This is an optimization exercise on Yosys and OpenROAD, whose aim is small area and a short achievable clock period, not a production implementation. At most, simulation tests tie the RTL to the original design; equivalence was not proved. Power figures rest on the tool's default switching activity, not on a simulated workload.

## viterbi_decoder
module viterbi_decoder (
   input  wire       clk,
   input  wire       rst,
   input  wire       enable_i,
   input  wire [1:0] symbol_i,
   output wire       d_out_o,
   output wire       d_valid_o
);
   function automatic [1:0] code(input integer j);
      reg [2:0] s;
      begin
         s    = 2 * j;
         code = {^(s & 3'b111), ^(s & 3'b101)};
      end
   endfunction
   integer k;
   reg [3:0] up_q;     
   reg [3:0] dn_q;     
   reg       frc_q;    
   reg [3:0] ph_q;     
   reg [2:0] bc_q;     
   reg       vld_q;
   always @(posedge clk) begin
      for (k = 0; k < 4; k = k + 1) begin
         up_q[k] <= (symbol_i == code(k));
         dn_q[k] <= (symbol_i == ~code(k));
      end
      frc_q <= (bc_q == 3'd0) && (ph_q < 4'd3);
   end
   always @(posedge clk or negedge rst) begin
      if (!rst) begin
         ph_q  <= 4'd0;
         bc_q  <= 3'd0;
         vld_q <= 1'b0;
      end else if (!enable_i) begin
         ph_q  <= 4'd0;
         bc_q  <= 3'd0;
         vld_q <= 1'b0;
      end else begin
         ph_q <= ph_q + 4'd1;
         if (ph_q == 4'd15 && !bc_q[2])
            bc_q <= bc_q + 3'd1;
         vld_q <= vld_q | (bc_q[2] & (ph_q >= 4'd3));
      end
   end
   reg [3:0] pm [0:7];
   reg [7:0] dec_q;
   genvar j;
   generate
  ...
For scale: ~920 cells after synthesis, ~7 I/O pins, ~11000 um^2 of cells after synthesis.
==> module viterbi_decoder, before the edit <==
module viterbi_decoder (
   input  wire       clk,
   input  wire       rst,
   input  wire       enable_i,
   input  wire [1:0] symbol_i,
   output wire       d_out_o,
   output wire       d_valid_o
);
   function automatic [1:0] code(input integer j);
      reg [2:0] s;
      begin
         s    = 2 * j;
         code = {^(s & 3'b111), ^(s & 3'b101)};
      end
   endfunction
   integer k;
   reg [3:0] up_q;     
   reg [3:0] dn_q;     
   reg       frc_q;    
   reg [3:0] ph_q;     
   reg [2:0] bc_q;     
   reg       vld_q;
   always @(posedge clk) begin
      for (k = 0; k < 4; k = k + 1) begin
         up_q[k] <= (symbol_i == code(k));
         dn_q[k] <= (symbol_i == ~code(k));
      end
      frc_q <= (bc_q == 3'd0) && (ph_q < 4'd3);
   end
   always @(posedge clk or negedge rst) begin
      if (!rst) begin
         ph_q  <= 4'd0;
         bc_q  <= 3'd0;
         vld_q <= 1'b0;
      end else if (!enable_i) begin
         ph_q  <= 4'd0;
         bc_q  <= 3'd0;
         vld_q <= 1'b0;
      end else begin
         ph_q <= ph_q + 4'd1;
         if (ph_q == 4'd15 && !bc_q[2])
            bc_q <= bc_q + 3'd1;
         vld_q <= vld_q | (bc_q[2] & (ph_q >= 4'd3));
      end
   end
   reg [3:0] pm [0:7];
   reg [7:0] dec_q;
   genvar j;
   generate
      for (j = 0; j < 4; j = j + 1) begin : g_bf
         wire       up  = up_q[j];          
         wire       dn  = dn_q[j];          
         wire [3:0] a0  = pm[2*j];
         wire [3:0] a1  = pm[2*j+1];
         wire [3:0] eq  = ~(a1 ^ a0);
         wire [2:0] g   = ~a1[2:0] & a0[2:0];
         wire       b1  = g[0];
         wire       b2  = g[1] | (eq[1] & g[0]);
         wire       b3  = g[2] | (eq[2] & g[1]) | (eq[2] & eq[1] & g[0]);
         wire       e1  = eq[1] ^ ~b1;
         wire       e2  = eq[2] ^ ~b2;
         wire       e3  = eq[3] ^ ~b3;
         wire       sl  = !frc_q & ((e3 & ~(up & e2 & e1)) | (dn & ~e2 & ~e1));
         wire       sh  = !frc_q & ((e3 & ~(dn & e2 & e1)) | (up & ~e2 & ~e1));
         wire [3:0] a0p = a0 + 4'd1;
         wire [3:0] a0m = a0 - 4'd1;
         wire [3:0] a1p = a1 + 4'd1;
         wire [3:0] a1m = a1 - 4'd1;
         wire [3:0] c0l = up ? a0m : dn ? a0p : a0;    
         wire [3:0] c1l = up ? a1p : dn ? a1m : a1;    
         wire [3:0] c0h = up ? a0p : dn ? a0m : a0;    
         wire [3:0] c1h = up ? a1m : dn ? a1p : a1;    
         always @(posedge clk) begin
            pm[j]      <= sl ? c1l : c0l;
            pm[j+4]    <= sh ? c1h : c0h;
            dec_q[j]   <= sl;
            dec_q[j+4] <= sh;
         end
      end
   endgenerate
   reg [32:4] r [0:7];
   genvar n;
   generate
      for (n = 0; n < 8; n = n + 1) begin : g_re
         localparam integer Q0 = (n % 4) * 2;
         always @(posedge clk)
            r[n] <= {~(dec_q[n] ? r[Q0+1][31:4] : r[Q0][31:4]), dec_q[n]};
      end
   endgenerate
   reg [15:0] sr_q;
   reg [32:0] dl_q;
   integer    b;
   always @(posedge clk) begin
      if (ph_q == 4'd2) begin
         for (b = 0; b < 16; b = b + 1)
            sr_q[b] <= r[0][32-b] ^ b[0];
      end else begin
         sr_q <= {r[0][17], sr_q[15:1]};   
      end
      dl_q <= {dl_q[31:0], sr_q[0]};
   end
   assign d_out_o   = dl_q[32];
   assign d_valid_o = vld_q;
endmodule
export LEC_CHECK = 0
export CAP_MARGIN = 20
export CORE_MARGIN = 2
export CORE_UTILIZATION = 40
export CTS_CLUSTER_DIAMETER = 100
export CTS_CLUSTER_SIZE = 24
export SETUP_SLACK_MARGIN = 3.3
export SLEW_MARGIN = 20
create_clock -name core_clock -period 5.0 [get_ports {clk}]
run.sh (not shown) runs the stock make flow with config.mk's settings and CLKGATE_MAP_FILE= SYNTH_SCRIPT=/design/flow/synth_recipe.tcl, a recipe that flattens the netlist after the stock synthesis.
Rerun with:
--- a/flow/design.v
+++ b/flow/design.v
@@ -68,10 +68,12 @@
          wire [3:0] a0m = a0 - 4'd1;
          wire [3:0] a1p = a1 + 4'd1;
          wire [3:0] a1m = a1 - 4'd1;
-         wire [3:0] c0l = up ? a0m : dn ? a0p : a0;    
-         wire [3:0] c1l = up ? a1p : dn ? a1m : a1;    
-         wire [3:0] c0h = up ? a0p : dn ? a0m : a0;    
-         wire [3:0] c1h = up ? a1m : dn ? a1p : a1;    
+         wire [3:0] c0l = (j == 0) ? a0 + {up, up, up, up | dn}
+                                   : (up ? a0m : dn ? a0p : a0);    
+         wire [3:0] c1l = up ? a1p : dn ? a1m : a1;                 
+         wire [3:0] c0h = up ? a0p : dn ? a0m : a0;                 
+         wire [3:0] c1h = (j == 3) ? a1 + {up, up, up, up | dn}
+                                   : (up ? a1m : dn ? a1p : a1);    
          always @(posedge clk) begin
             pm[j]      <= sl ? c1l : c0l;
             pm[j+4]    <= sh ? c1h : c0h;
Power increases by 4.9%; setup slack improved by 0.087 ns; worst hold slack hardly moves; first-iteration DRC count rose by about 50%; global-route usage rose by 0.21 points; utilization came out higher by 1.3 points; cell area is higher by 3.3%; sequential share of layout area came out lower by 1.9 points; synthesized area climbs by about 1.2%; die area grows by 1.2%; fmax rises by 4.3%; clock-buffer cell count does not change.
The RTL of the first run of this note was laid out without a check of its function.

what the ideal ports hide:
How much do the figures lean on ideal ports? The routed layouts below were timed once more, with nothing changed but the port constraints. Step 1 sets driving cells, clkbuf_16 on the clock port and buf_2 on the other inputs (assumed; they add their load-dependent delay and slew). Step 2 also shifts input and output timing later by t, the mid clock arrival at the registers, as if the neighbouring blocks saw the same clock. Three values: ideal, step 1, step 2; two values: the first two.
| run | shift t [ns] | setup WS [ns] | worst register clock-pin slew, ns |
|---|---|---|---|
| the first run | 0.540 | 2.888 / 2.888 / 2.888 | 0.09 / 0.09 |
| the second run | 0.532 | 2.975 / 2.935 / 2.975 | 0.09 / 0.09 |
After both steps setup and hold are still met in every run listed.
